What follows belongs to an exercise in optimizing a design on an open flow for small area, a short achievable clock period and few clock cycles per item; a production flow would make more cautious choices. Only simulation tests tie the RTL to the original design; equivalence was not proved. No activity file was given, so power comes from the tool's default toggle rates.

===== flow/flow/run.sh =====
#!/bin/bash
# Standard ORFS layout, except that the port buffers are the smallest plain buffer
# (sky130_fd_sc_hd__buf_1) instead of the flow's default pick; timing repair resizes them
# where needed. Each tool's output goes to its own log in this folder.
set -euo pipefail
bash standard.sh BUFFER_PORTS_ARGS="-buffer_cell sky130_fd_sc_hd__buf_1" finish > make_layout.log 2>&1
cp orfs/logs/sky130hd/chacha20_keystream_sequencer/base/*.log . 2>/dev/null || true

===== flow/design.v =====
module chacha20_keystream_sequencer #(
    parameter int WORDS_PER_BLOCK = 16
) (
    input  logic         clock,
    input  logic         clear,
    input  logic [255:0] key,
    input  logic [95:0]  nonce,
    input  logic [31:0]  initial_counter,
    input  logic         load,
    input  logic         enable,
    output logic         core_start,
    output logic [511:0] core_round_input,
    input  logic         core_finished,
    input  logic [511:0] core_round_output,
    output logic         ks_valid,
    input  logic         ks_ready,
    output logic [31:0]  ks_data,
    output logic [31:0]  block_counter,
    output logic         busy,
    output logic         error
);
    localparam logic [127:0] SIGMA = 128'h6b206574_79622d32_3320646e_61707865;
    logic [255:0] r_key;
    logic [95:0]  r_nonce;
    logic [31:0]  r_ectr;       
    logic [31:0]  r_ctr;        
    logic         r_loaded;
    logic         r_error;
    logic         r_busy;
    logic         r_start;      
    logic         r_run;        
    logic         r_want;       
    logic         r_bufv;       
    logic [31:0]  r_raw [2:WORDS_PER_BLOCK-1];
    logic [31:0]  r_t;          
    logic [31:0]  r_g;          
    logic [15:2]  r_sel;        
    logic         r_pv;         
    logic         r_outv;       
    logic [31:0]  r_data;       
    logic w_wrap, w_take_load, w_cap, w_window, w_adv, w_xfer, w_end, w_idle_n;
    logic w_busy_n, w_run_n, w_want_n, w_bufv_n, w_start_n;
    logic [31:0] w_raw_next, w_state_next;
    assign w_wrap      = (r_ctr == 32'hFFFF_FFFF);
    assign w_take_load = !r_busy && load;
    assign w_window    = r_run && r_want && !r_bufv;
    assign w_cap       = w_window && core_finished;
    assign w_xfer      = r_outv && ks_ready;
    assign w_adv       = r_bufv && r_pv && (!r_outv || ks_ready);
    assign w_end       = w_xfer && !r_pv;
    always_comb begin
        if (r_busy) w_busy_n = !(w_end && (w_wrap || !enable));
        else        w_busy_n = enable && (r_loaded || load) && !r_error;
    end
    assign w_idle_n = r_busy && !w_busy_n;
    assign w_run_n   = r_start || (r_run && !core_finished);
    assign w_want_n  = !w_idle_n && (r_start || (r_want && !(r_run && core_finished)));
    assign w_bufv_n  = w_cap || (r_bufv && !w_end);
    assign w_start_n = w_busy_n && !w_run_n && !w_want_n &&
                       (!w_bufv_n || (enable && !w_wrap));
    always_ff @(posedge clock or posedge clear) begin
        if (clear) begin
            r_busy   <= 1'b0;
            r_error  <= 1'b0;
            r_loaded <= 1'b0;
            r_ctr    <= '0;
            r_start  <= 1'b0;
            r_run    <= 1'b0;
            r_want   <= 1'b0;
            r_bufv   <= 1'b0;
            r_outv   <= 1'b0;
            r_pv     <= 1'b0;
        end else begin
            r_busy  <= w_busy_n;
            r_start <= w_start_n;
            r_run   <= w_run_n;
            r_want  <= w_want_n;
            r_bufv  <= w_bufv_n;
            if (w_take_load) begin
                r_loaded <= 1'b1;
                r_ctr    <= initial_counter;
            end else if (w_end && !w_wrap) begin
                r_ctr    <= r_ectr;
            end
            if (w_end && w_wrap) r_error <= 1'b1;
            if (w_cap)           r_pv <= 1'b1;
            else if (w_adv)      r_pv <= |r_sel;
            if (w_cap || w_adv)  r_outv <= 1'b1;
            else if (w_xfer)     r_outv <= 1'b0;
        end
    end
    function automatic logic [31:0] gt_sum(input logic [31:0] t, input logic [31:0] g);
        logic [31:0] gg, pp;
        int j;
        gg = g;
        pp = t;
        for (int s = 0; s < 5; s++) begin
            for (int i = 0; i < 32; i++) begin
                if ((i >> s) & 1) begin
                    j = ((i >> s) << s) - 1;
                    gg[i] = gg[i] | (pp[i] & gg[j]);
                    pp[i] = pp[i] & pp[j];
                end
            end
        end
        gt_sum = (t & ~g) ^ {gg[30:0], 1'b0};
    endfunction
    always_comb begin
        w_raw_next = '0;
        for (int i = 2; i < WORDS_PER_BLOCK; i++)
            w_raw_next = w_raw_next | ({32{r_sel[i]}} & r_raw[i]);
        w_state_next = ({32{r_sel[2]}} & SIGMA[95:64]) | ({32{r_sel[3]}} & SIGMA[127:96]) |
                       ({32{r_sel[12]}} & r_ctr);
        for (int i = 4; i < 12; i++)
            w_state_next = w_state_next | ({32{r_sel[i]}} & r_key[32*(i-4) +: 32]);
        for (int i = 13; i < 16; i++)
            w_state_next = w_state_next | ({32{r_sel[i]}} & r_nonce[32*(i-13) +: 32]);
    end
    always_ff @(posedge clock) begin
        if (w_take_load) begin
            r_key   <= key;
            r_nonce <= nonce;
            r_ectr  <= initial_counter;
        end else if (w_cap) begin
            r_ectr  <= r_ctr + 32'd1;
        end
        if (w_window)
            for (int i = 2; i < WORDS_PER_BLOCK; i++) r_raw[i] <= core_round_output[32*i +: 32];
        if (w_cap) begin
            r_data <= core_round_output[31:0] + SIGMA[31:0];
            r_t    <= core_round_output[63:32] | SIGMA[63:32];
            r_g    <= core_round_output[63:32] & SIGMA[63:32];
            r_sel  <= 14'd1;
        end else if (w_adv) begin
            r_data <= gt_sum(r_t, r_g);
            r_t    <= w_raw_next | w_state_next;
            r_g    <= w_raw_next & w_state_next;
            r_sel  <= {r_sel[14:2], 1'b0};
        end
    end
    assign core_start       = r_start;
    assign core_round_input = {r_nonce, r_ectr, r_key, SIGMA};
    assign ks_valid         = r_outv;
    assign ks_data          = r_data;
    assign block_counter    = r_ctr;
    assign busy             = r_busy;
    assign error            = r_error;
endmodule

===== flow/config.mk =====
export PLATFORM = sky130hd
export DESIGN_NAME = chacha20_keystream_sequencer
export DESIGN_NICKNAME = chacha20_keystream_sequencer
export VERILOG_FILES = /design/flow/design.v
export SDC_FILE = /design/flow/constraint.sdc
export NUM_CORES = 4
export LEC_CHECK = 0
export CAP_MARGIN = 20
export CORE_AREA = 100 100 420 420
export CTS_CLUSTER_DIAMETER = 60
export CTS_CLUSTER_SIZE = 18
export DIE_AREA = 0 0 520 520
export SETUP_SLACK_MARGIN = 3.4
export SLEW_MARGIN = 20

===== flow/standard.sh =====
#!/bin/bash
# synth_recipe.tcl (not shown) runs the flow's synth.tcl, then flattens the netlist and writes it again
# the make line also repeats each setting of config.mk as NAME=value (left out here)
make -C /OpenROAD-flow-scripts/flow DESIGN_CONFIG=/design/flow/config.mk WORK_HOME=/design/flow/orfs CLKGATE_MAP_FILE= SYNTH_SCRIPT=/design/flow/synth_recipe.tcl "${@:-finish}"

===== flow/constraint.sdc =====
create_clock -name core_clock -period 6.0 [get_ports {clock}]
set_input_delay 1.2000 -clock core_clock [delete_from_list [all_inputs] [get_ports {clock}]]
set_output_delay 1.2000 -clock core_clock [all_outputs]
set_load 0.01 [all_outputs]

==> results of run 1 <==
[what timing repair did]
item / in CTS / in global routing
buffers inserted: 92 / 25
resized for setup: 598 / 60
endpoints found under the setup margin: 654 / 562
pin swaps: 23 / 20
gates cloned: 1 / 2
[worst min path at each step]
stage	startpoint	end	slack (ns)
floorplan	r_g[31]	r_g[31]	0.42
CTS	r_g[31]	r_g[31]	0.45
finish	r_g[31]	r_g[31]	0.45
detailed placement	r_g[31]	r_g[31]	0.44
global route	r_g[23]	r_g[23]	0.51
global placement	r_g[31]	r_g[31]	0.44
[registers in the layout, indices dropped and copies added, names as in the netlist, 14 cells and up]
name	count
r_ectr	32
r_ctr	32
r_nonce	96
r_g	32
r_key	256
r_sel	14
r_raw	448
r_t	32
r_data	32
[area by class of cell]
class                   instances  area share
multi-input cells            1442       0.180
clock buffers                 105      0.0489
clock inverters                68      0.0154
repair buffers               1513       0.144
diodes                        215      0.0105
flip-flops and latches        983       0.566
well taps                    1368      0.0335
inverters                       9     0.00105
[where the power goes]
group / leakage [nW] / switching (mW) / internal (mW)
logic: 7.13 / 6.58 / 2.74
registers: 9.06 / 1.12 / 9.45
clock network: 1.58 / 3.01 / 3.36
total: 17.8 / 10.7 / 15.5
[logic make-up after synthesis]
group / Yosys count / share of synthesized area
adder cells (fa/ha/maj): 2 / 0.000648
multiplexers: 5 / 0.00130
flip-flops: 983 / 0.747
AND/OR/NAND/NOR: 524 / 0.0610
other: 2 / 0.000195
buffers and inverters: 275 / 0.0394
AO/OA/AOI/OAI: 698 / 0.131
XOR/XNOR: 84 / 0.0191
[critical path, cell delays in order, from the launching register on]
cell      delay, ns
edfxtp_1       0.43
and4_4         0.21
and3_4         0.18
a221oi_4       0.29
o311ai_4       0.17
a31o_1         0.23
a221o_2        0.41
a211oi_4       0.29
xnor2_1        0.17
mux2i_1        0.10
[per-stage QoR]
step	instance area, um2	setup TNS, ns	std cells	worst slack, ns	util
global route	50900	0	5613	3.15	0.500
detailed placement	44900	0	5195	2.21	0.442
finish	51100	0	5703	3.25	0.502
floorplan	39200	-840.33	2699	-3.30	-
global placement	44900	0	5195	2.25	0.442
CTS	50200	0	5461	3.16	0.493
[layer usage]
layer  up-vias  global-route usage  wire [um]
li1      13100                   -          -
met1     16100               0.206     113000
met2      3311               0.385     178000
met3      1520               0.245      77500
met4       490               0.130      20900
met5         -             0.00192       3240
[placed cells by master (no fill, tap or decap), types with 11 or more instances in the layout]
| cell | n |
|---|---|
| nor2_1 | 77 |
| a31oi_1 | 18 |
| dfxtp_4 | 12 |
| nor2b_1 | 14 |
| dfrtp_2 | 30 |
| buf_4 | 197 |
| nand2b_1 | 23 |
| clkbuf_16 | 100 |
| buf_6 | 38 |
| dfxtp_1 | 32 |
| a21oi_1 | 65 |
| o21ai_1 | 16 |
| xnor2_1 | 50 |
| diode_2 | 215 |
| a22o_1 | 65 |
| conb_1 | 128 |
| o211ai_1 | 22 |
| edfxtp_1 | 896 |
| clkinv_8 | 12 |
| clkbuf_2 | 12 |
| buf_1 | 961 |
| buf_2 | 284 |
| and3_1 | 15 |
| inv_8 | 11 |
| o31ai_1 | 14 |
| a22oi_1 | 247 |
| a221oi_1 | 55 |
| o21ai_0 | 76 |
| nand2_1 | 224 |
| xor2_1 | 33 |
| a21o_1 | 42 |
| clkinvlp_4 | 11 |
| a222oi_1 | 19 |
| dfrtp_1 | 11 |
| nand3_1 | 115 |
==> qor.txt, run 1 <==
Overflow after GRT: 0
Clock Pin Slew Worst Setup and Hold Paths: 0.07 ns
core area: 102,000 um2
multi-input logic area: 9200 um2
most frequent cell after synthesis: edfxtp_1
wire per inst: 68.8 um
DRC: 0
FF-to-FF End: r_data[30]
most area-consuming cells after synthesis: edfxtp_1 70%, a22oi_1 4.8%, dfrtp_1 2.7%
Synth top area share: 0.697
Die X: 520 um
synth warn: 2
Fmax: 364 MHz
static leakage: 17.8 nW
cell taking the most area after synthesis: edfxtp_1
final worst-path cycle share: 0.458
CTS H-tree depth: 3
DRT antenna net count: 0
first-pass GRT wire length: 458,000 um
vias in the first global route: 30,100
worst setup path category: reg2reg
unrepaired setup endpoints after global routing: yes
CTS sink cnt: 983
max_cap viols: 0
top_reg_cell synth: edfxtp_1
GRT Total Usage: 0.249
r2r setup slk: 3.25 ns
asr flop ratio synth: 0.0417
crit path time final: 2.75 ns
Synth top cells by count: 896 x edfxtp_1, 248 x a22oi_1, 226 x nand2_1, 128 x buf_4, 121 x nand3_1
first-pass detailed-route iteration total: 6
die footprint: 270,000 um2
Initial DRC Count: 5,105
Min Hold Slack: 0.455 ns
clock root cell: clkbuf_16
flops & latches, synth: 983
Worst Setup End Kind: register
Clock Skew: 0.0450 ns
layout cells sized above 1: 0.203
Routed WL: 392,000 um
FP Rows: 117
status: timing/DRC/antenna clean
Reg2Reg Depth: 9
reg2reg start: r_t[9]
nets: 4,948
Slew Limit Fails: 0
Setup crit start kind: register
number of flops mapped to enable cells by yosys: 896
Worst slew margin: 0.362
hold_buf cts: 0
Via Count: 34,600
Die Y-Extent: 520 um
clock latency on the worst-skew pair: 0.70 ns
Initial Util: 0.379
Synth cell types: 57
Seq/Total Area, Yosys: 0.747
Syn Area/Cell: 15.0 um2
Setup crit start: r_t[9]
worst vdd ir: 0.304 mV
largest net degree at the start of global routing: 192
initial antenna violation count: 743
largest fanout on the critical path: 4
crit path capture: r_data[30]
Area growth, synth to finish: 32.4%
gpl congestion: 1.01
post-synthesis cell count: 2,573
Hold Path Depth: 2
worst path required time: 6.41 ns
synthesized cell area: 38,600 um2
HP Class: reg2reg
TritonCTS buffer count: 95
Pwr Total: 26.3 mW
Ports: 1,482
Cell Pwr Density: 514 nW/um2
port bufs: 1,353
Fillers: 9,262
detailed placement HPWL: 344,000 um
final setup fails: 0
FF/Latch Area: 28,900 um2
Least-Margin Pin Slew: 0.956 ns
CTS tree: built
Worst Path Arrival: 3.16 ns
DR vias/cell: 6.06
maximum buffer depth of the clock tree: 3
final hold vios: 0
Testbench counts, summed over its fixed seeds: cycles 5,037, items 3,216.
==> run 2: changes to the inputs <==
--- a/flow/config.mk
+++ b/flow/config.mk
@@ -8,3 +8,3 @@
 export CAP_MARGIN = 20
-export CORE_AREA = 100 100 420 420
+export CORE_AREA = 115 115 405 405
 export CTS_CLUSTER_DIAMETER = 60
@@ -12,3 +12,3 @@
 export DIE_AREA = 0 0 520 520
-export SETUP_SLACK_MARGIN = 3.4
+export SETUP_SLACK_MARGIN = 3.25
 export SLEW_MARGIN = 20
==> run 2 against run 1 <==
Effect of this change: utilization grew 8.5 points; still clean; final cell count shrank 6.7%; critical path type unchanged; sequential power is essentially flat; first-iteration DRC count grew 18%; critical endpoint is now r_g[14]; sequential share of layout area grew 2.8 points; fmax shrank 2.7%; clock power shrank 11%.
==> qor.txt, run 2 <==
worst path required time: 6.38 ns
worst setup path category: reg2reg
FF-to-FF End: r_g[14]
Inst Count DP: 4,895
Worst slew margin: 0.225
Synth Area in Simple Gates: 0.0610
Least-Margin Pin Slew: 1.16 ns
core area: 82,800 um2
wire per inst: 77.1 um
cell taking the most area after synthesis: edfxtp_1
reg2reg start: r_sel[11]
first-pass detailed-route iteration total: 8
detailed placement HPWL: 365,000 um
Synth Area in Compound Gates: 0.131
Synth top cells by count: 896 x edfxtp_1, 248 x a22oi_1, 226 x nand2_1, 128 x buf_4, 121 x nand3_1
Clock Skew: 0.0377 ns
internal power: 14.8 mW
Slew Limit Fails: 0
Synth cell types: 57
clock latency on the worst-skew pair: 0.69 ns
DRC: 0
setup TNS: 0 ns
Comb pwr share: 0.344
Overflow after GRT: 0
most frequent cell after synthesis: edfxtp_1
clock root cell: clkbuf_16
HP Class: reg2reg
most area-consuming cells after synthesis: edfxtp_1 70%, a22oi_1 4.8%, dfrtp_1 2.7%
min-delay src: r_g[31]
Cell Area, Placed: 44,500 um2
Syn Area/Cell: 15.0 um2
most common cell after layout, fill and taps aside: buf_1
die footprint: 270,000 um2
Worst Setup End Kind: register
synthesized cell area: 38,600 um2
Ports: 1,482
Clock Power Share: 0.227
Initial Util: 0.466
Psw: 10.2 mW
hold_buf cts: 0
Adder-Cell Fraction of Synth Area: 0.000648
CTS sink cnt: 983
first-pass GRT wire length: 475,000 um
status: timing/DRC/antenna clean
max_cap viols: 0
most frequent cells in the layout: 1,215 x buf_1, 896 x edfxtp_1, 248 x a22oi_1
layout cells sized above 1: 0.101
synth warn: 2
Largest register FFs: 448
largest reg by FF count: r_raw
Setup crit start kind: register
unrepaired setup endpoints after global routing: yes
TritonCTS buffer count: 80
final setup fails: 0
port bufs: 1,353
maximum buffer depth of the clock tree: 3
crit path time final: 2.82 ns
gpl congestion: 0.982
number of flops mapped to enable cells by yosys: 896
Pwr Total: 25.0 mW
CTS tree: built
top_reg_cell synth: edfxtp_1
Synth top area share: 0.697
Worst Path Arrival: 3.21 ns
Reg2Reg Depth: 5
worst hold endpoint: r_g[31]
flops & latches, synth: 983
fin area: 48,600 um2
Clock Pin Slew Worst Setup and Hold Paths: 0.08 ns
sw frac: 0.409
FP Rows: 105
Die Y-Extent: 520 um
Initial DRC Count: 6,012
Hold Path Depth: 2
Fmax: 354 MHz
largest family of logic cells by synthesized area: compound AO/OA/AOI/OAI gates
sequential power share: 0.429
final hold vios: 0
top flop regs: r_raw (448), r_key (256), r_nonce (96)
vias in the first global route: 29,500
initial antenna violation count: 836
worst vdd ir: 0.295 mV
Area growth, synth to finish: 26.0%
asr flop ratio synth: 0.0417
mux share of post-synthesis cell area: 0.00130
largest net degree at the start of global routing: 189
area share of xor/xnor cells in the synthesized design: 0.0191
CTS H-tree depth: 3
Via Count: 35,000
nets: 4,838
DR vias/cell: 6.58
final worst-path cycle share: 0.470
Cell Pwr Density: 514 nW/um2
Seq/Total Area, Yosys: 0.747
r2r setup slk: 3.18 ns
post-synthesis cell count: 2,573
Routed WL: 410,000 um
Die X: 520 um
static leakage: 16.2 nW
fin util: 0.588
DRT antenna net count: 0
post-route insts no fill: 5,321
GRT Total Usage: 0.257
largest fanout on the critical path: 34
==> run 2: cell types whose count changed in the layout (fill, tap and decap cells not counted), moves of 32 or more <==
cell	change
buf_4	-146
buf_6	-32
buf_2	-166
diode_2	+46
buf_1	+254
==> run 2: cell families after synthesis <==
| group | count (synthesis) |
|---|---|
| other | 2 |
| adder cells (fa/ha/maj) | 2 |
| flip-flops | 983 |
| AND/OR/NAND/NOR | 524 |
| buffers and inverters | 275 |
| XOR/XNOR | 84 |
| AO/OA/AOI/OAI | 698 |
| multiplexers | 5 |
==> run 2: how the worst max path moves through the flow <==
stage                     cells after the start         end       from
after floorplan                               5   r_ectr[0]     r_bufv
after CTS                                    10   r_ctr[24]  r_ctr[14]
after global placement                        8      r_t[9]   ks_ready
after detailed placement                      8     r_t[26]   ks_ready
final                                         5     r_g[14]  r_sel[11]
after global routing                          9  r_data[30]     r_t[9]
==> run 2: power by group through the flow <==
stage | clock network (mW) | registers, mW | logic, mW
after floorplan | 0 | 10.5 | 3.77
after global placement | 0 | 10.8 | 8.04
after detailed placement | 0 | 10.8 | 8.07
after CTS | 5.68 | 10.7 | 8.39
after global routing | 5.97 | 10.8 | 9.03
final | 5.68 | 10.7 | 8.61
==> run 2: metal layers <==
metal | global-route usage | vias to the layer above | share of wire
met5 | 0 | - | 0.0071
met4 | 0.118 | 446 | 0.060
met3 | 0.269 | 1675 | 0.22
met2 | 0.406 | 3901 | 0.45
met1 | 0.204 | 16100 | 0.26
li1 | - | 12900 | -
==> run 2: what timing repair did <==
action / in CTS / in global routing
gates cloned: 4 / 0
pin swaps: 14 / 13
buffers inserted: 13 / 10
endpoints found under the setup margin: 392 / 288
gates resized for setup: 165 / 50
==> run 2: worst max-delay path: stages, from the launching register on <==
cell and delay, ns:
dfxtp_4 0.56, buf_4 0.43, a221oi_1 0.59, nand3_1 0.27, nor2_1 0.51, o31ai_1 0.11
==> run 2: final cells by class <==
| class | instances | area (um2) |
|---|---|---|
| clock buffer | 91 | 2130 |
| fill | 6947 | 34100 |
| multi-input combinational | 1445 | 9110 |
| sequential | 983 | 28900 |
| tap | 1070 | 1340 |
| inverter | 9 | 53.8 |
| antenna | 261 | 653 |
| clock inverter | 47 | 609 |
| timing repair buffer | 1415 | 5830 |
==> run 2: stage by stage <==
step                hold WS, ns  setup WS, ns
finish                    0.452          3.18
global route              0.495          3.15
CTS                       0.458          3.09
detailed placement        0.440          2.21
global placement          0.434          2.25
floorplan                 0.416         -3.30
==> run 3: changes to the inputs <==
--- a/flow/config.mk
+++ b/flow/config.mk
@@ -8,3 +8,3 @@
 export CAP_MARGIN = 20
-export CORE_AREA = 115 115 405 405
+export CORE_AREA = 100 100 420 420
 export CTS_CLUSTER_DIAMETER = 60
==> run 3 against run 2 <==
Effect of this change: first-iteration DRC count shrank 12%; hold slack improved by 0.0026 ns; sequential share of layout area down 0.94 points; final area increased by 1.6%; synthesized area unchanged; clock power increased by 12%; critical path type unchanged.
==> qor.txt, run 3 <==
vias in the first global route: 29,500
Ports: 1,482
die footprint: 270,000 um2
most frequent cells in the layout: 1,191 x buf_1, 896 x edfxtp_1, 247 x a22oi_1
max_cap viols: 0
Syn Area/Cell: 15.0 um2
FF-to-FF End: r_t[0]
worst path required time: 6.40 ns
detailed placement HPWL: 344,000 um
sequential power share: 0.417
Fmax: 356 MHz
worst hold endpoint: r_g[31]
Die Y-Extent: 520 um
Psw: 10.5 mW
cell taking the most area after synthesis: edfxtp_1
top flop regs: r_raw (448), r_key (256), r_nonce (96)
DRT antenna net count: 0
maximum buffer depth of the clock tree: 3
internal power: 15.2 mW
worst vdd ir: 0.299 mV
GRT Total Usage: 0.248
Area growth, synth to finish: 28.0%
Worst slew margin: 0.210
post-synthesis cell count: 2,573
port bufs: 1,353
CP peak stage delay: 0.63 ns
Initial DRC Count: 5,309
hold_buf cts: 0
most area-consuming cells after synthesis: edfxtp_1 70%, a22oi_1 4.8%, dfrtp_1 2.7%
gpl congestion: 1.01
Worst path depth: 6
Pwr Total: 25.7 mW
flops & latches, synth: 983
status: timing/DRC/antenna clean
setup TNS: 0 ns
Final WS setup: 3.19 ns
Buf/Inv on CP: 1
CTS H-tree depth: 3
largest reg by FF count: r_raw
HP Class: reg2reg
first-pass detailed-route iteration total: 8
initial antenna violation count: 748
Die X: 520 um
Slew Limit Fails: 0
clock root cell: clkbuf_16
number of flops mapped to enable cells by yosys: 896
Setup crit start: r_sel[9]
synth warn: 2
Crit-path slowest cell: a221oi_1
nets: 4,843
Synth cell types: 57
largest net degree at the start of global routing: 192
Initial Util: 0.379
FP Rows: 117
reg2reg start: r_sel[9]
Fillers: 9,397
unrepaired setup endpoints after global routing: yes
layout cells sized above 1: 0.116
Seq/Total Area, Yosys: 0.747
largest fanout on the critical path: 20
Largest register FFs: 448
final worst-path cycle share: 0.469
min-delay src: r_g[31]
core area: 102,000 um2
crit path time final: 2.81 ns
Via Count: 34,100
TritonCTS buffer count: 95
Reg2Reg Depth: 6
most common cell after layout, fill and taps aside: buf_1
Clock Power Share: 0.248
static leakage: 16.5 nW
CTS tree: built
Comb pwr share: 0.335
FF/Latch Area: 28,900 um2
Overflow after GRT: 0
final hold vios: 0
synthesized cell area: 38,600 um2
CTS sink cnt: 983
Worst Path Arrival: 3.21 ns
Least-Margin Pin Slew: 1.19 ns
multi-input logic area: 9090 um2
Setup crit start kind: register
most frequent cell after synthesis: edfxtp_1
Synth top area share: 0.697
Synth top cells by count: 896 x edfxtp_1, 248 x a22oi_1, 226 x nand2_1, 128 x buf_4, 121 x nand3_1
Routed WL: 389,000 um
worst setup path category: reg2reg
top_reg_cell synth: edfxtp_1
clock latency on the worst-skew pair: 0.71 ns
sequence of cells on the critical path: buf_4 > a22o_1 > a221oi_1 > nand3_1 > nand2_1 > o211ai_1
DRC: 0
Cell Pwr Density: 520 nW/um2
dpl ws: 2.21 ns
first-pass GRT wire length: 455,000 um
wire per inst: 69.7 um
DR vias/cell: 6.10
Clock Pin Slew Worst Setup and Hold Paths: 0.07 ns
sw frac: 0.409
crit-path leading delay family: compound AO/OA/AOI/OAI gates
Worst Setup End Kind: register
final setup fails: 0
Clock Skew: 0.0450 ns
r2r setup slk: 3.19 ns
asr flop ratio synth: 0.0417
Hold Path Depth: 2
## run 3: cell count changes in the layout (fill, tap and decap cells not counted), sizes merged, moves of 5 or more
cell      delta
diode       -55
clkbuf      +19
clkinv      +12
buf         -11
inv          +6
clkinvlp     +5
## run 3: worst min-delay path: cells and delay by family, from the launching register on
kind	cells	cell delay, ns
DFF	1	0.32
AOI/OAI and AO/OA	1	0.06
and+or+nand+nor	1	0.05
## run 3: layout make-up
| cell class | count | share of cell area |
|---|---|---|
| Antenna cell | 206 | 0.0104 |
| Clock buffer | 105 | 0.0506 |
| Clock inverter | 68 | 0.0159 |
| Inverter | 9 | 0.000987 |
| Multi-Input combinational cell | 1442 | 0.184 |
| Sequential cell | 983 | 0.585 |
| Tap cell | 1368 | 0.0346 |
| Timing Repair Buffer | 1408 | 0.118 |
## run 3: worst max-delay path by stage
| stage | to | slack (ns) |
|---|---|---|
| after floorplan | r_ectr[0] | -3.30 |
| after global placement | r_t[14] | 2.25 |
| after detailed placement | r_t[14] | 2.21 |
| after CTS | r_data[30] | 3.15 |
| after global routing | r_data[30] | 3.13 |
| final | r_t[0] | 3.19 |
## run 3: cell families (layout without fill, tap and decap cells)
group           count (synthesis)  in the layout  synth area share
mux                             5              5           0.00130
compound gates                698            699             0.131
simple gates                  524            524            0.0610
xor+xnor                       84             84            0.0191
fa+ha+maj                       2              2          0.000648
other cells                     2            334          0.000195
buf+inv                       275           1590            0.0394
flops                         983            983             0.747
## run 3: repair_timing
item                                   in CTS  in global routing
gates resized for setup                   205                 45
pin swaps                                  10                  9
buffers inserted                            6                  8
endpoints found under the hold margin       0                  0
gates cloned                                1                  0
setup endpoints to repair                 257                161
## run 3: power groups by stage
stage / Clock, mW / Combinational, mW / Sequential, mW
global route: 6.68 / 9.16 / 10.8
finish: 6.38 / 8.61 / 10.7
detailed placement: 0 / 8.33 / 10.8
floorplan: 0 / 3.77 / 10.5
global placement: 0 / 8.29 / 10.8
CTS: 6.41 / 8.63 / 10.7
## run 3: per-stage QoR
step	cells	hold WS [ns]	area, um2	utilization
3_3_place_gp	5195	0.440	44900	0.442
2_1_floorplan	2699	0.416	39200	-
3_5_place_dp	5195	0.438	44900	0.442
6_report	5589	0.455	49400	0.486
5_1_grt	5497	0.514	49200	0.483
4_1_cts	5375	0.452	48700	0.479
## run 3: layer usage
layer | up-vias | track usage | share of wire
li1 | 12900 | - | -
met1 | 15900 | 0.212 | 0.29
met2 | 3377 | 0.390 | 0.45
met3 | 1471 | 0.233 | 0.19
met4 | 464 | 0.109 | 0.052
met5 | - | 0 | 0.0083
==> run 4: changes to the inputs <==
--- a/flow/config.mk
+++ b/flow/config.mk
@@ -9,4 +9,4 @@
 export CORE_AREA = 100 100 420 420
-export CTS_CLUSTER_DIAMETER = 60
-export CTS_CLUSTER_SIZE = 18
+export CTS_CLUSTER_DIAMETER = 90
+export CTS_CLUSTER_SIZE = 22
 export DIE_AREA = 0 0 520 520
==> run 4 against run 3 <==
Effect of this change: still clean; hold slack better by 0.0055 ns; clock power shrank 35%; power decreased by 8.7%; die area unchanged; worst setup slack improved by 0.011 ns; wire length decreased by 0.28%; synthesized area unchanged; final area fell by 3.4%; global-route usage is 0.087 points lower; via count fell by 0.86%; largest cell class unchanged; largest power group unchanged.
==> qor.txt, run 4 <==
r2r setup slk: 3.20 ns
FF-to-FF End: r_data[30]
Least-Margin Pin Slew: 1.21 ns
Die Y-Extent: 520 um
nets: 4,802
Synth top cells by count: 896 x edfxtp_1, 248 x a22oi_1, 226 x nand2_1, 128 x buf_4, 121 x nand3_1
maximum buffer depth of the clock tree: 3
fin util: 0.469
Worst Path Arrival: 3.20 ns
reg2reg start: r_t[8]
most common cell after layout, fill and taps aside: buf_1
status: timing/DRC/antenna clean
Largest register FFs: 448
Fmax: 357 MHz
most frequent cell after synthesis: edfxtp_1
HP Class: reg2reg
Hold Path Depth: 2
fin area: 47,700 um2
gpl congestion: 1.01
Via Count: 33,800
Slew Limit Fails: 0
largest fanout on the critical path: 4
Setup crit start: r_t[8]
Ports: 1,482
wire per inst: 70.7 um
static leakage: 15.7 nW
Cell Area, Placed: 44,900 um2
cell taking the most area after synthesis: edfxtp_1
detailed placement HPWL: 344,000 um
DRT antenna net count: 0
crit path time final: 2.80 ns
worst setup path category: reg2reg
Setup crit start kind: register
FP Rows: 117
DR vias/cell: 6.15
GRT Total Usage: 0.247
top flop regs: r_raw (448), r_key (256), r_nonce (96)
number of flops mapped to enable cells by yosys: 896
synthesized cell area: 38,600 um2
first-pass detailed-route iteration total: 6
Final WS setup: 3.20 ns
first-pass GRT wire length: 453,000 um
crit path capture: r_data[30]
most frequent cells in the layout: 1,179 x buf_1, 896 x edfxtp_1, 247 x a22oi_1
dpl ws: 2.21 ns
unrepaired setup endpoints after global routing: yes
Die X: 520 um
final setup fails: 0
Inst Count DP: 5,195
most area-consuming cells after synthesis: edfxtp_1 70%, a22oi_1 4.8%, dfrtp_1 2.7%
largest net degree at the start of global routing: 192
max_cap viols: 0
largest reg by FF count: r_raw
layout cells sized above 1: 0.0964
CTS sink cnt: 983
Syn Area/Cell: 15.0 um2
post-route insts no fill: 5,495
Cell Pwr Density: 492 nW/um2
hold_buf cts: 0
clock root cell: clkbuf_16
vias in the first global route: 29,000
initial antenna violation count: 753
top_reg_cell synth: edfxtp_1
Area growth, synth to finish: 23.7%
core area: 102,000 um2
final hold vios: 0
synth warn: 2
final worst-path cycle share: 0.467
Initial DRC Count: 5,064
post-synthesis cell count: 2,573
Clock Skew: 0.0512 ns
Clock Pin Slew Worst Setup and Hold Paths: 0.09 ns
Synth cell types: 57
Worst Setup End Kind: register
Pwr Total: 23.5 mW
Worst slew margin: 0.195
Reg2Reg Depth: 9
Seq/Total Area, Yosys: 0.747
die footprint: 270,000 um2
Overflow after GRT: 0
flops & latches, synth: 983
CTS tree: built
worst path required time: 6.40 ns
DRC: 0
Routed WL: 388,000 um
Synth top area share: 0.697
asr flop ratio synth: 0.0417
worst vdd ir: 0.360 mV
port bufs: 1,353
TritonCTS buffer count: 54
CTS H-tree depth: 2
Initial Util: 0.379
clock latency on the worst-skew pair: 0.71 ns
[run 4: cell counts after synthesis]
No cell type changed its count.
[run 4: metal layers]
layer | vias to the layer above | track usage | routed length [um] | part of all wire
met4 | 464 | 0.111 | 20000 | 0.052
met1 | 15700 | 0.213 | 113000 | 0.29
met2 | 3361 | 0.389 | 176000 | 0.45
met3 | 1487 | 0.227 | 76000 | 0.20
met5 | - | 0.00437 | 3180 | 0.0082
li1 | 12700 | - | - | -
[run 4: through the flow]
stage	TNS (ns)	hold slack (ns)
6_report	0	0.460
5_1_grt	0	0.520
4_1_cts	0	0.459
3_5_place_dp	0	0.438
3_3_place_gp	0	0.440
2_1_floorplan	-840.33	0.416
[run 4: cell type report]
class                   instances  area [um2]
flip-flops and latches        983       28900
multi-input cells            1442        9080
inverters                       9        48.8
diodes                        204         510
well taps                    1368        1710
repair buffers               1408        5860
clock inverters                11         170
fillers                      9564       54000
clock buffers                  70        1450
[run 4: what timing repair did]
action / CTS / global route
setup endpoints to repair: 269 / 148
gates cloned: 1 / 0
pin swaps: 6 / 6
gates resized for setup: 223 / 33
setup buffers: 7 / 7
[run 4: how the worst min path moves through the flow]
stage	from	to	slack, ns
after floorplan	r_g[31]	r_g[31]	0.42
after global placement	r_g[31]	r_g[31]	0.44
after detailed placement	r_g[31]	r_g[31]	0.44
after CTS	r_g[31]	r_g[31]	0.46
after global routing	r_g[23]	r_g[23]	0.52
final	r_g[31]	r_g[31]	0.46
[run 4: report_power, final]
part           switching, mW  internal (mW)  total, mW
combinational           6.23           2.37       8.60
sequential              1.28           9.44       10.7
clock                   2.36           1.79       4.14
[run 4: cell families after synthesis]
logic type,share of synthesized area
adders and majority gates,0.000648
muxes,0.00130
xor gates and xnor gates,0.0191
DFF,0.747
AOI/OAI and AO/OA,0.131
and+or+nand+nor,0.0610
other,0.000195
buffers and inverters,0.0394
[run 4: critical path: stages (launching register included)]
cell	delay (ns)
edfxtp_1	0.43
and4_4	0.23
and3_4	0.18
a221oi_4	0.27
o311ai_4	0.18
a31o_1	0.26
a221o_2	0.41
a211oi_4	0.29
xnor2_1	0.17
mux2i_1	0.10
==> run 5: changes to the inputs <==
--- a/flow/config.mk
+++ b/flow/config.mk
@@ -9,4 +9,4 @@
 export CORE_AREA = 100 100 420 420
-export CTS_CLUSTER_DIAMETER = 90
-export CTS_CLUSTER_SIZE = 22
+export CTS_CLUSTER_DIAMETER = 75
+export CTS_CLUSTER_SIZE = 16
 export DIE_AREA = 0 0 520 520
==> run 5 against run 4 <==
Effect of this change: non-clock buffer count is 1 lower; critical endpoint is now core_round_input[373]; global-route usage grew 0.055 points; hold slack lost 0.00059 ns; still clean on timing, DRC and antenna; synthesized area stayed put; die area stayed put.
==> qor.txt, run 5 <==
Synth top cells by count: 896 x edfxtp_1, 248 x a22oi_1, 226 x nand2_1, 128 x buf_4, 121 x nand3_1
Seq/Total Area, Yosys: 0.747
clock latency on the worst-skew pair: 0.69 ns
gpl congestion: 1.01
Worst slew margin: 0.210
Pwr Total: 24.4 mW
Via Count: 34,000
number of flops mapped to enable cells by yosys: 896
DRC: 0
Synth top area share: 0.697
Buf/Inv on CP: 1
Fmax: 359 MHz
FP Rows: 117
detailed placement HPWL: 344,000 um
nets: 4,822
Worst Path Arrival: 1.58 ns
Die X: 520 um
Ports: 1,482
die footprint: 270,000 um2
final setup fails: 0
sequence of cells on the critical path: buf_1
final hold vios: 0
Synth cell types: 57
Largest register FFs: 448
synthesized cell area: 38,600 um2
Setup crit start kind: register
Initial DRC Count: 5,008
HP Class: reg2reg
worst setup path category: reg2out
post-synthesis cell count: 2,573
most frequent cells in the layout: 1,225 x buf_1, 896 x edfxtp_1, 247 x a22oi_1
initial antenna violation count: 750
Clock Skew: 0.0343 ns
Cell Area, Placed: 44,900 um2
worst vdd ir: 0.320 mV
top flop regs: r_raw (448), r_key (256), r_nonce (96)
Die Y-Extent: 520 um
Slew Limit Fails: 0
most common cell after layout, fill and taps aside: buf_1
Overflow after GRT: 0
Initial Util: 0.379
CP peak stage delay: 0.51 ns
TritonCTS buffer count: 75
largest net degree at the start of global routing: 192
DRT antenna net count: 0
Cell Pwr Density: 504 nW/um2
Crit-path slowest cell: edfxtp_1
static leakage: 15.9 nW
largest reg by FF count: r_raw
final worst-path cycle share: 0.464
wire per inst: 70.2 um
first-pass detailed-route iteration total: 10
multi-input logic area: 9140 um2
fin area: 48,400 um2
Fillers: 9,476
flops & latches, synth: 983
core area: 102,000 um2
CTS H-tree depth: 3
crit-path leading delay family: flip-flops
status: timing/DRC/antenna clean
asr flop ratio synth: 0.0417
port bufs: 1,353
top_reg_cell synth: edfxtp_1
CTS tree: built
DR vias/cell: 6.13
max_cap viols: 0
Syn Area/Cell: 15.0 um2
Routed WL: 389,000 um
most area-consuming cells after synthesis: edfxtp_1 70%, a22oi_1 4.8%, dfrtp_1 2.7%
first-pass GRT wire length: 453,000 um
most frequent cell after synthesis: edfxtp_1
Worst Setup End Kind: output port
Clock Pin Slew Worst Setup and Hold Paths: 0.09 ns
maximum buffer depth of the clock tree: 3
vias in the first global route: 29,300
unrepaired setup endpoints after global routing: yes
Least-Margin Pin Slew: 1.19 ns
clock root cell: clkbuf_16
layout cells sized above 1: 0.0916
GRT Total Usage: 0.247
CTS sink cnt: 983
FF/Latch Area: 28,900 um2
worst path required time: 4.80 ns
largest fanout on the critical path: 2
crit path time final: 2.78 ns
synth warn: 2
hold_buf cts: 0
cell taking the most area after synthesis: edfxtp_1
Area growth, synth to finish: 25.3%
-- run 5: final timing paths --
check | cells after the start | startpoint | to | slack [ns]
max | 1 | r_key[245] | core_round_input[373] | 3.22
min | 2 | r_g[31] | r_g[31] | 0.46
max reg2reg | 10 | r_t[9] | r_data[29] | 3.22
min reg2reg | 2 | r_g[31] | r_g[31] | 0.46
max in group asynchronous | 3 | clear | r_ctr[31] | 4.88
min in group asynchronous | 3 | clear | r_ctr[5] | 0.66
-- run 5: metal layers --
metal	part of all wire	global-route usage	vias up	routed length, um
li1	-	-	12800	-
met3	0.19	0.229	1495	75100
met4	0.054	0.116	476	21000
met2	0.45	0.387	3332	175000
met1	0.29	0.213	15900	115000
met5	0.0083	0.00943	-	3240
-- run 5: area by class of cell --
| class | count | area share |
|---|---|---|
| clock buffer | 93 | 0.0410 |
| timing repair buffer | 1407 | 0.120 |
| tap | 1368 | 0.0354 |
| clock inverter | 19 | 0.00468 |
| antenna | 216 | 0.0112 |
| inverter | 9 | 0.00101 |
| sequential | 983 | 0.598 |
| multi-input combinational | 1442 | 0.189 |
-- run 5: kinds of logic (layout without fill, tap and decap cells) --
family | Yosys count | in the layout | synth area share
and+or+nand+nor | 524 | 524 | 0.0610
AOI/OAI and AO/OA | 698 | 699 | 0.131
muxes | 5 | 5 | 0.00130
adders and majority gates | 2 | 2 | 0.000648
xor gates and xnor gates | 84 | 84 | 0.0191
buffers and inverters | 275 | 1528 | 0.0394
other | 2 | 344 | 0.000195
DFF | 983 | 983 | 0.747
-- run 5: repair_timing --
action | 4_1_cts | 5_1_grt
pin swaps | 6 | 8
gates resized for setup | 176 | 43
buffers inserted | 6 | 7
gates cloned | 1 | 0
setup endpoints to repair | 232 | 152
-- run 5: where the power goes --
part | total [mW] | switching [mW] | internal (mW) | leakage, nW
clock | 4.97 | 2.55 | 2.42 | 1.07
combinational | 8.68 | 6.28 | 2.41 | 5.73
sequential | 10.7 | 1.28 | 9.44 | 9.09
-- run 5: metrics by stage --
stage           util  hold slack (ns)  TNS [ns]  cells  worst slack [ns]
3_5_place_dp   0.442            0.438         0   5195              2.21
2_1_floorplan      -            0.416   -840.33   2699             -3.30
3_3_place_gp   0.442            0.440         0   5195              2.25
6_report       0.476            0.459         0   5537              3.22
5_1_grt        0.473            0.515         0   5434              3.13
4_1_cts        0.468            0.457         0   5314              3.16

static timing again, ports no longer ideal:
No port has a modelled driver above. Below, the same layouts with a new extraction and two added sets of constraints. Step 1, drivers: a clkbuf_16 drives clock and a buf_2 each remaining input, both assumed. Step 2 moves the port delays by t, midway between the first and last clock arrival at a register: inputs arrive t later, outputs are due t later. That takes back most of the time a late clock gives input paths. Slacks: ideal ports / drivers / drivers and shift; pairs: ideal ports / drivers.
run	t (ns)	setup WS [ns]	worst hold slack (ns)	latest minus earliest clock arrival (ns)
run 1	0.756	3.254 / 3.254 / 2.544	0.455 / 0.455 / 0.455	0.052 / 0.051
run 2	0.760	3.177 / 3.126 / 2.459	0.452 / 0.452 / 0.452	0.047 / 0.047
run 3	0.759	3.187 / 3.187 / 2.504	0.455 / 0.455 / 0.455	0.047 / 0.048
run 4	0.752	3.198 / 3.141 / 2.520	0.460 / 0.460 / 0.460	0.052 / 0.052
run 5	0.736	3.216 / 3.147 / 2.532	0.459 / 0.459 / 0.459	0.040 / 0.040
After both steps every run listed still meets setup and hold. For run 2, which loses most, drivers alone change the setup slack by -0.051 ns; drivers and shift together by -0.718 ns.
